Source: an optimization exercise on an open RTL-to-GDS flow (aim: small area, a short achievable clock period and few clock cycles per item). Production flows keep margins and buffers that such runs may drop. In this exercise RTL edits were held to simulation tests only and were not proved equivalent to the original. Power and IR drop assume default switching activity.

Design fetch_prefetch_buffer, start of the top module:
module fetch_prefetch_buffer (
   input  logic        clock,
   input  logic        reset,
   input  logic        redirect,
   input  logic [63:0] redirect_pc,
   output logic        mem_req,
   output logic [63:0] mem_addr,
   input  logic        mem_gnt,
   input  logic        mem_resp_valid,
   input  logic [63:0] mem_resp_data,
   input  logic        mem_resp_error,
   output logic        out_valid,
   input  logic        out_ready,
   output logic [63:0] out_pc,
   output logic [7:0]  out_ibyte,
   output logic [71:0] out_ibytes,
   output logic [3:0]  out_len,
   output logic        out_imem_error
);
==> module fetch_prefetch_buffer, before the edit <==
module fetch_prefetch_buffer (
   input  logic        clock,
   input  logic        reset,
   input  logic        redirect,
   input  logic [63:0] redirect_pc,
   output logic        mem_req,
   output logic [63:0] mem_addr,
   input  logic        mem_gnt,
   input  logic        mem_resp_valid,
   input  logic [63:0] mem_resp_data,
   input  logic        mem_resp_error,
   output logic        out_valid,
   input  logic        out_ready,
   output logic [63:0] out_pc,
   output logic [7:0]  out_ibyte,
   output logic [71:0] out_ibytes,
   output logic [3:0]  out_len,
   output logic        out_imem_error
);
   logic [60:0] line_q;            
   logic [2:0]  off_q;             
   logic [63:0] s0_q, s1_q, s2_q;  
   logic [2:0]  g_q;               
   logic        f_q;               
   logic        pend_q;            
   logic        stale_q;           
   logic        halted_q;
   logic [1:0]  ahead_q;           
   logic        l2_q, l9_q, l10_q, halt_q;    
   logic        need1_q, need2_q;            
   logic        fr1_q, fr2_q;                
   logic [135:0] win;
   logic [191:0] wfull;
   logic [79:0]  ibytes;
   logic [4:0]   pos;
   logic [71:0]  nwin;
   logic [3:0]   nib_next, nib_resp, nib;
   logic         normal_valid, xfer, c1, c2, resp, append, free, req, grant, room;
   logic [2:0]   gs, g_d;
   logic         we0, we1, we2;
   logic [2:0]   off_n;
   logic         load_cls;
   logic         pend_d, stale_d;
   logic         d2, d9, d10, dlast, dhi;
   logic [57:0]  hi_inc, pre;
   logic [3:0]   lo_pc, lo_fl;
   always_comb begin
      win    = {s2_q[7:0], s1_q, s0_q};
      wfull  = {s2_q, s1_q, s0_q};
      ibytes = win[8*off_q +: 80];
      normal_valid = need2_q ? g_q[2] : (need1_q ? g_q[1] : g_q[0]);
      xfer   = normal_valid && out_ready && !redirect;
      c1     = xfer && fr1_q;
      c2     = xfer && fr2_q;
      gs     = c2 ? {2'b00, g_q[2]} : (c1 ? {1'b0, g_q[2:1]} : g_q);
      resp   = pend_q && mem_resp_valid;
      append = resp && !stale_q;
      free   = !pend_q || mem_resp_valid;
      room   = (pend_q && !stale_q) ? !g_q[1] : !g_q[2];
      if (redirect) req = free;
      else          req = free && !f_q && !halted_q && !(append && mem_resp_error) && (room || c1 || c2);
      grant  = req && mem_gnt;
      we0    = append && !gs[0];
      we1    = append && gs[0] && !gs[1];
      we2    = append && gs[1];
      g_d    = (append && !mem_resp_error) ? {gs[1:0], 1'b1} : gs;
      pos    = {2'b00, off_q} + ((l2_q || l10_q) ? 5'd2 : 5'd1) + ((l9_q || l10_q) ? 5'd8 : 5'd0);
      off_n  = xfer ? pos[2:0] : off_q;
      for (int i = 0; i < 18; i++) nwin[4*i +: 4] = wfull[8*i + 4 +: 4];
      nib_next = nwin[4*pos +: 4];
      nib_resp = mem_resp_data[8*off_n + 4 +: 4];
      load_cls = (xfer && gs[0]) || we0;
      nib      = (xfer && gs[0]) ? nib_next : nib_resp;
      d2     = nib == 4'h2 || nib == 4'h6 || nib == 4'hA || nib == 4'hB;
      d9     = nib == 4'h7 || nib == 4'h8;
      d10    = nib == 4'h3 || nib == 4'h4 || nib == 4'h5;
      dlast  = off_n == 3'd7;
      dhi    = off_n[2] && off_n[1];
      pre = line_q[60:3];
      for (int k = 1; k < 58; k = k * 2)
         for (int i = 57; i >= k; i--) pre[i] = pre[i] & pre[i-k];
      hi_inc  = line_q[60:3] ^ {pre[56:0], 1'b1};
      lo_pc   = {1'b0, line_q[2:0]} + {2'b00, c2, c1};
      lo_fl   = {1'b0, line_q[2:0]} + {2'b00, ahead_q};
      pend_d  = grant || (pend_q && !mem_resp_valid);
      stale_d = redirect ? (pend_q && !mem_resp_valid) : (stale_q && !resp);
   end
   always_comb begin
      mem_req        = req && !reset;
      mem_addr       = redirect ? {redirect_pc[63:3], 3'b000} : {lo_fl[3] ? hi_inc : line_q[60:3], lo_fl[2:0], 3'b000};
      out_valid      = !reset && (normal_valid || f_q);
      out_pc         = {line_q, off_q};
      out_ibyte      = ibytes[7:0];
      out_ibytes     = ibytes[79:8];
      out_len        = normal_valid ? (l10_q ? 4'd10 : l9_q ? 4'd9 : l2_q ? 4'd2 : 4'd1) : 4'd1;
      out_imem_error = !normal_valid && f_q;
   end
   always_ff @(posedge clock) begin
      if (we0)     s0_q <= mem_resp_data;
      else if (c1) s0_q <= s1_q;
      else if (c2) s0_q <= s2_q;
      if (we1)     s1_q <= mem_resp_data;
      else if (c1) s1_q <= s2_q;
      if (we2)     s2_q <= mem_resp_data;
      if (load_cls) begin
         l2_q    <= d2;
         l9_q    <= d9;
         l10_q   <= d10;
         halt_q  <= nib == 4'h0;
         need2_q <= d10 && dlast;
         need1_q <= d9 || d10 || (d2 && dlast);
         fr2_q   <= (d9 && dlast) || (d10 && dhi);
         fr1_q   <= !((d9 && dlast) || (d10 && dhi)) && (d9 || d10 || (d2 && dhi) || dlast);
      end
   end
   always_ff @(posedge clock) begin
      if (reset) begin
         line_q   <= '0;
         off_q    <= '0;
         g_q      <= '0;
         f_q      <= 1'b0;
         pend_q   <= 1'b0;
         stale_q  <= 1'b0;
         halted_q <= 1'b0;
         ahead_q  <= '0;
      end else if (redirect) begin
         line_q   <= redirect_pc[63:3];
         off_q    <= redirect_pc[2:0];
         g_q      <= '0;
         f_q      <= 1'b0;
         pend_q   <= pend_d;
         stale_q  <= stale_d;
         halted_q <= 1'b0;
         ahead_q  <= {1'b0, grant};
      end else begin
         if (xfer) begin
            line_q <= {lo_pc[3] ? hi_inc : line_q[60:3], lo_pc[2:0]};
            off_q  <= pos[2:0];
         end
         g_q      <= g_d;
         f_q      <= f_q || (append && mem_resp_error);
         pend_q   <= pend_d;
         stale_q  <= stale_d;
         halted_q <= halted_q || (xfer && halt_q);
         ahead_q  <= {1'b0, g_d[0]} + {1'b0, g_d[1]} + {1'b0, g_d[2]} + {1'b0, pend_d && !stale_d};
      end
   end
endmodule
==> flow/config.mk <==
export PLATFORM = sky130hd
export DESIGN_NAME = fetch_prefetch_buffer
export DESIGN_NICKNAME = fetch_prefetch_buffer
export VERILOG_FILES = /design/flow/design.v
export SDC_FILE = /design/flow/constraint.sdc
export NUM_CORES = 4
export LEC_CHECK = 0
export CAP_MARGIN = 20
export CORE_MARGIN = 2
export CORE_UTILIZATION = 45
export SETUP_SLACK_MARGIN = 3.0
export SLEW_MARGIN = 20
==> flow/constraint.sdc <==
create_clock -name core_clock -period 7.0 [get_ports {clock}]
set_input_delay 1.4000 -clock core_clock [delete_from_list [all_inputs] [get_ports {clock}]]
set_output_delay 1.4000 -clock core_clock [all_outputs]
set_load 0.01 [all_outputs]
standard.sh (not shown) runs the stock make flow with config.mk's settings and CLKGATE_MAP_FILE= SYNTH_SCRIPT=/design/flow/synth_recipe.tcl, a recipe that flattens the netlist after the stock synthesis.
==> flow/flow/run.sh <==
#!/bin/bash
# The standard layout (standard.sh: the standard flow's own ORFS run, unchanged synthesis), with one
# change: the buffers placed on the input and output ports are plain buf_2 cells instead of
# the delay cells that buffer_ports picks by default. Every port still gets its buffer.
set -euo pipefail
export BUFFER_PORTS_ARGS="-buffer_cell sky130_fd_sc_hd__buf_2"
bash standard.sh finish > standard_flow.log 2>&1
Testbench counts at the start, summed over its fixed seeds: cycles 27,317, items 12,000.
==> next run, changes <==
--- a/flow/design.v
+++ b/flow/design.v
@@ -27,6 +27,7 @@
    logic        halted_q;
    logic [1:0]  ahead_q;           
    logic        l2_q, l9_q, l10_q, halt_q;    
+   logic        uc_q;                        
    logic        need1_q, need2_q;            
    logic        fr1_q, fr2_q;                
    logic [135:0] win;
@@ -58,7 +59,7 @@
       free   = !pend_q || mem_resp_valid;
       room   = (pend_q && !stale_q) ? !g_q[1] : !g_q[2];
       if (redirect) req = free;
-      else          req = free && !f_q && !halted_q && !(append && mem_resp_error) && (room || c1 || c2);
+      else          req = free && !f_q && !halted_q && !(normal_valid && uc_q) && !(append && mem_resp_error) && (room || c1 || c2);
       grant  = req && mem_gnt;
       we0    = append && !gs[0];
       we1    = append && gs[0] && !gs[1];
@@ -107,6 +108,7 @@
          l9_q    <= d9;
          l10_q   <= d10;
          halt_q  <= nib == 4'h0;
+         uc_q    <= nib == 4'h0 || nib == 4'h8 || nib == 4'h9;
          need2_q <= d10 && dlast;
          need1_q <= d9 || d10 || (d2 && dlast);
          fr2_q   <= (d9 && dlast) || (d10 && dhi);
- The changed run finished with timing, DRC and antenna clean
- synthesized cell count is higher by 3.0%
- power is higher by 9.8%
- final area is higher by 1.2%
- flip-flop and latch count is higher by 1
- utilization is higher by 2.1 points
- via count is higher by 2.4%
- first-iteration DRC count is higher by 19%
- die area is lower by 1.9%
- routed wire length is higher by 6.5%
- hold slack gets worse by 0.062 ns
Testbench counts after the change, summed over its fixed seeds: cycles 26,875, items 12,000.

Setup of run A:
fetch_prefetch_buffer, a different RTL version from the one above (not shown whole).
Size in the first run: roughly 280 flip-flops, roughly 19,000 um2 of cells after synthesis.
==> module fetch_prefetch_buffer, before the edit <==
module fetch_prefetch_buffer (
   input  logic        clock,
   input  logic        reset,
   input  logic        redirect,
   input  logic [63:0] redirect_pc,
   output logic        mem_req,
   output logic [63:0] mem_addr,
   input  logic        mem_gnt,
   input  logic        mem_resp_valid,
   input  logic [63:0] mem_resp_data,
   input  logic        mem_resp_error,
   output logic        out_valid,
   input  logic        out_ready,
   output logic [63:0] out_pc,
   output logic [7:0]  out_ibyte,
   output logic [71:0] out_ibytes,
   output logic [3:0]  out_len,
   output logic        out_imem_error
);
   logic [60:0] line_q;            
   logic [2:0]  off_q;             
   logic [63:0] s0_q, s1_q, s2_q;  
   logic [2:0]  g_q;               
   logic        f_q;               
   logic        pend_q;            
   logic        stale_q;           
   logic        halted_q;
   logic [1:0]  ahead_q;           
   logic        l2_q, l9_q, l10_q, halt_q;    
   logic        tv_q;              
   logic        uc_q;                        
   logic        need1_q, need2_q;            
   logic        fr1_q, fr2_q;                
   logic [143:0] win;
   logic [87:0]  ibytes;
   logic [2:0]   pos;
   logic [3:0]   nib_next, nib_resp, nib;
   logic         normal_valid, xfer, c1, c2, resp, append, free, req, grant, room;
   logic [2:0]   gs, g_d;
   logic         we0, we1, we2;
   logic [2:0]   off_n;
   logic         load_cls;
   logic         pend_d, stale_d;
   logic         d2, d9, d10, dlast, dhi;
   localparam int K  = 8;
   localparam int TW = 61 - K;
   logic [TW-1:0] top_inc, pre;
   logic [K:0]    lo_pc, lo_fl, lo_p1, lo_p2;
   logic          xblk, load_t, req_ok;
   always_comb begin
      win    = {s2_q[15:0], s1_q, s0_q};
      ibytes = win[8*off_q +: 88];
      normal_valid = need2_q ? g_q[2] : (need1_q ? g_q[1] : g_q[0]);
      xfer   = normal_valid && out_ready && !redirect;
      c1     = xfer && fr1_q;
      c2     = xfer && fr2_q;
      gs     = c2 ? {2'b00, g_q[2]} : (c1 ? {1'b0, g_q[2:1]} : g_q);
      resp   = pend_q && mem_resp_valid;
      append = resp && !stale_q;
      free   = !pend_q || mem_resp_valid;
      room   = (pend_q && !stale_q) ? !g_q[1] : !g_q[2];
      lo_fl   = {1'b0, line_q[K-1:0]} + {{(K-1){1'b0}}, ahead_q};
      xblk   = lo_fl[K];
      req_ok = !f_q && !halted_q && !(normal_valid && uc_q) && (!xblk || tv_q);
      req    = free && (redirect || (req_ok && !(append && mem_resp_error) &&
                                     (room || (normal_valid && out_ready && (fr1_q || fr2_q)))));
      grant  = req && mem_gnt;
      we0    = append && !gs[0];
      we1    = append && gs[0] && !gs[1];
      we2    = append && gs[1];
      g_d    = (append && !mem_resp_error) ? {gs[1:0], 1'b1} : gs;
      pos    = off_q + ((l2_q || l10_q) ? 3'd2 : 3'd1);
      off_n  = xfer ? pos : off_q;
      nib_next = l10_q ? ibytes[87:84] : l9_q ? ibytes[79:76] : l2_q ? ibytes[23:20] : ibytes[15:12];
      nib_resp = mem_resp_data[8*off_n + 4 +: 4];
      load_cls = (xfer && gs[0]) || we0;
      nib      = (xfer && gs[0]) ? nib_next : nib_resp;
      d2     = nib == 4'h2 || nib == 4'h6 || nib == 4'hA || nib == 4'hB;
      d9     = nib == 4'h7 || nib == 4'h8;
      d10    = nib == 4'h3 || nib == 4'h4 || nib == 4'h5;
      dlast  = off_n == 3'd7;
      dhi    = off_n[2] && off_n[1];
      pre = line_q[60:K];
      for (int k = 1; k < TW; k = k * 2)
         for (int i = TW - 1; i >= k; i--) pre[i] = pre[i] & pre[i-k];
      top_inc = line_q[60:K] ^ {pre[TW-2:0], 1'b1};
      lo_p1   = {1'b0, line_q[K-1:0]} + 1'b1;
      lo_p2   = {1'b0, line_q[K-1:0]} + 2'd2;
      lo_pc   = c2 ? lo_p2 : lo_p1;
      load_t  = (xblk || &line_q[K-1:2]) && !tv_q && !g_q[2] && !we2;
      pend_d  = grant || (pend_q && !mem_resp_valid);
      stale_d = redirect ? (pend_q && !mem_resp_valid) : (stale_q && !resp);
   end
   always_comb begin
      mem_req        = req && !reset;
      mem_addr       = redirect ? {redirect_pc[63:3], 3'b000} : {xblk ? s2_q[TW-1:0] : line_q[60:K], lo_fl[K-1:0], 3'b000};
      out_valid      = !reset && (normal_valid || f_q);
      out_pc         = {line_q, off_q};
      out_ibyte      = ibytes[7:0];
      out_ibytes     = ibytes[79:8];
      out_len        = normal_valid ? (l10_q ? 4'd10 : l9_q ? 4'd9 : l2_q ? 4'd2 : 4'd1) : 4'd1;
      out_imem_error = !normal_valid && f_q;
   end
   always_ff @(posedge clock) begin
      if (we0)     s0_q <= mem_resp_data;
      else if (c1) s0_q <= s1_q;
      else if (c2) s0_q <= s2_q;
      if (we1)     s1_q <= mem_resp_data;
      else if (c1) s1_q <= s2_q;
      if (we2)         s2_q <= mem_resp_data;
      else if (load_t) s2_q[TW-1:0] <= top_inc;
      if (load_cls) begin
         l2_q    <= d2;
         l9_q    <= d9;
         l10_q   <= d10;
         halt_q  <= nib == 4'h0;
         uc_q    <= nib == 4'h0 || nib == 4'h8 || nib == 4'h9;
         need2_q <= d10 && dlast;
         need1_q <= d9 || d10 || (d2 && dlast);
         fr2_q   <= (d9 && dlast) || (d10 && dhi);
         fr1_q   <= !((d9 && dlast) || (d10 && dhi)) && (d9 || d10 || (d2 && dhi) || dlast);
      end
   end
   always_ff @(posedge clock) begin
      if (reset) begin
         line_q   <= '0;
         off_q    <= '0;
         g_q      <= '0;
         f_q      <= 1'b0;
         pend_q   <= 1'b0;
         stale_q  <= 1'b0;
         halted_q <= 1'b0;
         tv_q     <= 1'b0;
         ahead_q  <= '0;
      end else if (redirect) begin
         line_q   <= redirect_pc[63:3];
         off_q    <= redirect_pc[2:0];
         g_q      <= '0;
         f_q      <= 1'b0;
         pend_q   <= pend_d;
         stale_q  <= stale_d;
         halted_q <= 1'b0;
         tv_q     <= 1'b0;
         ahead_q  <= {1'b0, grant};
      end else begin
         if (xfer) off_q <= pos;
         if (c1 || c2) line_q <= {lo_pc[K] ? top_inc : line_q[60:K], lo_pc[K-1:0]};
         g_q      <= g_d;
         f_q      <= f_q || (append && mem_resp_error);
         pend_q   <= pend_d;
         stale_q  <= stale_d;
         halted_q <= halted_q || (xfer && halt_q);
         tv_q     <= (tv_q || load_t) && !we2 && !((c1 || c2) && lo_pc[K]);
         ahead_q  <= {1'b0, g_d[0]} + {1'b0, g_d[1]} + {1'b0, g_d[2]} + {1'b0, pend_d && !stale_d};
      end
   end
endmodule
export LEC_CHECK = 0
export CAP_MARGIN = 20
export CORE_MARGIN = 2
export CORE_UTILIZATION = 45
export SETUP_SLACK_MARGIN = 3.0
export SLEW_MARGIN = 20
create_clock -name core_clock -period 7.0 [get_ports {clock}]
Scripts as last shown in full above: flow/flow/run.sh
Run A was carried through to the last stage, and its layout satisfied the timing, DRC and antenna checks.
Testbench counts of run A, summed over its fixed seeds: cycles 27,023, items 12,000.
Input changes introduced in run B (baseline for comparison: run A):
-- flow/design.v --
<<< run A, line 32
   logic        need1_q, need2_q;            
   logic        fr1_q, fr2_q;                
   logic [143:0] win;
   logic [87:0]  ibytes;
   logic [2:0]   pos;
   logic [3:0]   nib_next, nib_resp, nib;
   logic         normal_valid, xfer, c1, c2, resp, append, free, req, grant, room;
>>> run B, line 32
   logic        need1_q, need2_q;            
   logic        fr1_q, fr2_q;                
   logic [135:0] win;
   logic [191:0] wfull;
   logic [79:0]  ibytes;
   logic [4:0]   pos;
   logic [71:0]  nwin;
   logic [3:0]   nib_next, nib_resp, nib;
   logic         normal_valid, xfer, c1, c2, resp, append, free, req, grant, room;
<<< run A, line 46
   localparam int TW = 61 - K;
   logic [TW-1:0] top_inc, pre;
   logic [K:0]    lo_pc, lo_fl, lo_p1, lo_p2;
   logic          xblk, load_t, req_ok;
   always_comb begin
      win    = {s2_q[15:0], s1_q, s0_q};
      ibytes = win[8*off_q +: 88];
      normal_valid = need2_q ? g_q[2] : (need1_q ? g_q[1] : g_q[0]);
      xfer   = normal_valid && out_ready && !redirect;
>>> run B, line 48
   localparam int TW = 61 - K;
   logic [TW-1:0] top_inc, pre;
   logic [K:0]    lo_pc, lo_fl;
   logic          xblk, load_t, req_ok;
   always_comb begin
      win    = {s2_q[7:0], s1_q, s0_q};
      wfull  = {s2_q, s1_q, s0_q};
      ibytes = win[8*off_q +: 80];
      normal_valid = need2_q ? g_q[2] : (need1_q ? g_q[1] : g_q[0]);
      xfer   = normal_valid && out_ready && !redirect;
<<< run A, line 70
      we2    = append && gs[1];
      g_d    = (append && !mem_resp_error) ? {gs[1:0], 1'b1} : gs;
      pos    = off_q + ((l2_q || l10_q) ? 3'd2 : 3'd1);
      off_n  = xfer ? pos : off_q;
      nib_next = l10_q ? ibytes[87:84] : l9_q ? ibytes[79:76] : l2_q ? ibytes[23:20] : ibytes[15:12];
      nib_resp = mem_resp_data[8*off_n + 4 +: 4];
      load_cls = (xfer && gs[0]) || we0;
>>> run B, line 73
      we2    = append && gs[1];
      g_d    = (append && !mem_resp_error) ? {gs[1:0], 1'b1} : gs;
      pos    = {2'b00, off_q} + ((l2_q || l10_q) ? 5'd2 : 5'd1) + ((l9_q || l10_q) ? 5'd8 : 5'd0);
      off_n  = xfer ? pos[2:0] : off_q;
      for (int i = 0; i < 18; i++) nwin[4*i +: 4] = wfull[8*i + 4 +: 4];
      nib_next = nwin[4*pos +: 4];
      nib_resp = mem_resp_data[8*off_n + 4 +: 4];
      load_cls = (xfer && gs[0]) || we0;
<<< run A, line 85
         for (int i = TW - 1; i >= k; i--) pre[i] = pre[i] & pre[i-k];
      top_inc = line_q[60:K] ^ {pre[TW-2:0], 1'b1};
      lo_p1   = {1'b0, line_q[K-1:0]} + 1'b1;
      lo_p2   = {1'b0, line_q[K-1:0]} + 2'd2;
      lo_pc   = c2 ? lo_p2 : lo_p1;
      load_t  = (xblk || &line_q[K-1:2]) && !tv_q && !g_q[2] && !we2;
      pend_d  = grant || (pend_q && !mem_resp_valid);
>>> run B, line 89
         for (int i = TW - 1; i >= k; i--) pre[i] = pre[i] & pre[i-k];
      top_inc = line_q[60:K] ^ {pre[TW-2:0], 1'b1};
      lo_pc   = {1'b0, line_q[K-1:0]} + {{(K-1){1'b0}}, c2, c1};
      load_t  = (xblk || &line_q[K-1:2]) && !tv_q && !g_q[2] && !we2;
      pend_d  = grant || (pend_q && !mem_resp_valid);
<<< run A, line 144
         ahead_q  <= {1'b0, grant};
      end else begin
         if (xfer) off_q <= pos;
         if (c1 || c2) line_q <= {lo_pc[K] ? top_inc : line_q[60:K], lo_pc[K-1:0]};
         g_q      <= g_d;
         f_q      <= f_q || (append && mem_resp_error);
>>> run B, line 146
         ahead_q  <= {1'b0, grant};
      end else begin
         if (xfer) begin
            line_q <= {lo_pc[K] ? top_inc : line_q[60:K], lo_pc[K-1:0]};
            off_q  <= pos[2:0];
         end
         g_q      <= g_d;
         f_q      <= f_q || (append && mem_resp_error);
<<< run A, line 151
         stale_q  <= stale_d;
         halted_q <= halted_q || (xfer && halt_q);
         tv_q     <= (tv_q || load_t) && !we2 && !((c1 || c2) && lo_pc[K]);
         ahead_q  <= {1'b0, g_d[0]} + {1'b0, g_d[1]} + {1'b0, g_d[2]} + {1'b0, pend_d && !stale_d};
      end
>>> run B, line 155
         stale_q  <= stale_d;
         halted_q <= halted_q || (xfer && halt_q);
         tv_q     <= (tv_q || load_t) && !we2 && !(xfer && lo_pc[K]);
         ahead_q  <= {1'b0, g_d[0]} + {1'b0, g_d[1]} + {1'b0, g_d[2]} + {1'b0, pend_d && !stale_d};
      end
==> run summary <==
- Against run A, run B reports a fraction of final layout cells sized beyond drive strength 1 that is higher.
- Compared with run A, run B shows setup slack of the critical path after layout lower by 0.072 ns.
- Relative to run A, the number of cells on the critical path of run B is higher by 10.
- Run B vs run A — global-route track usage on met1 rose 0.86 points.
- Run B against run A: distinct cell type count after synthesis now sits lower, global-route wire length before repair now sits higher.
- Run B vs. run A: number of nets at the end of the flow went down by 1.1%.
- | number of search-and-repair iterations in the first detailed-routing pass | run B vs run A | 2 lower |
- Est. power | run B vs run A | run B higher
- Changes observed in run B relative to run A: initial standard-cell utilization of the core held, hold slack now larger, final instance area now sits higher.
- Run B reports a lower leakage dissipation than run A does.
Testbench counts of run B, summed over its fixed seeds: cycles 27,023, items 12,000.

-- re-timing with driven ports --
The results above use ideal ports. As a check the final layouts listed here were re-extracted and re-timed, cells and wires unchanged.
Step 1, drivers: a clkbuf_16 drives clock and a buf_2 each remaining input, both assumed.
Step 2 moves the port delays by t, midway between the first and last clock arrival at a register: inputs arrive t later, outputs are due t later. That takes back most of the time a late clock gives input paths.
Three values: ideal ports, drivers, drivers and shift; two values: the first two.
run	t (ns)	slack for setup (ns)	worst hold slack (ns)
the first run of note 1	0.636	2.758 / 2.705 / 2.493	0.530 / 0.530 / 0.530
the second run of note 1	0.592	2.819 / 2.764 / 2.482	0.468 / 0.468 / 0.468
run A	0.626	3.009 / 2.956 / 2.516	0.481 / 0.481 / 0.481
run B	0.619	2.937 / 2.937 / 2.397	0.530 / 0.530 / 0.530
After both steps setup and hold are still met in every run listed. For run B, which loses most, drivers alone change the setup slack by 0.000 ns; drivers and shift together by -0.540 ns.
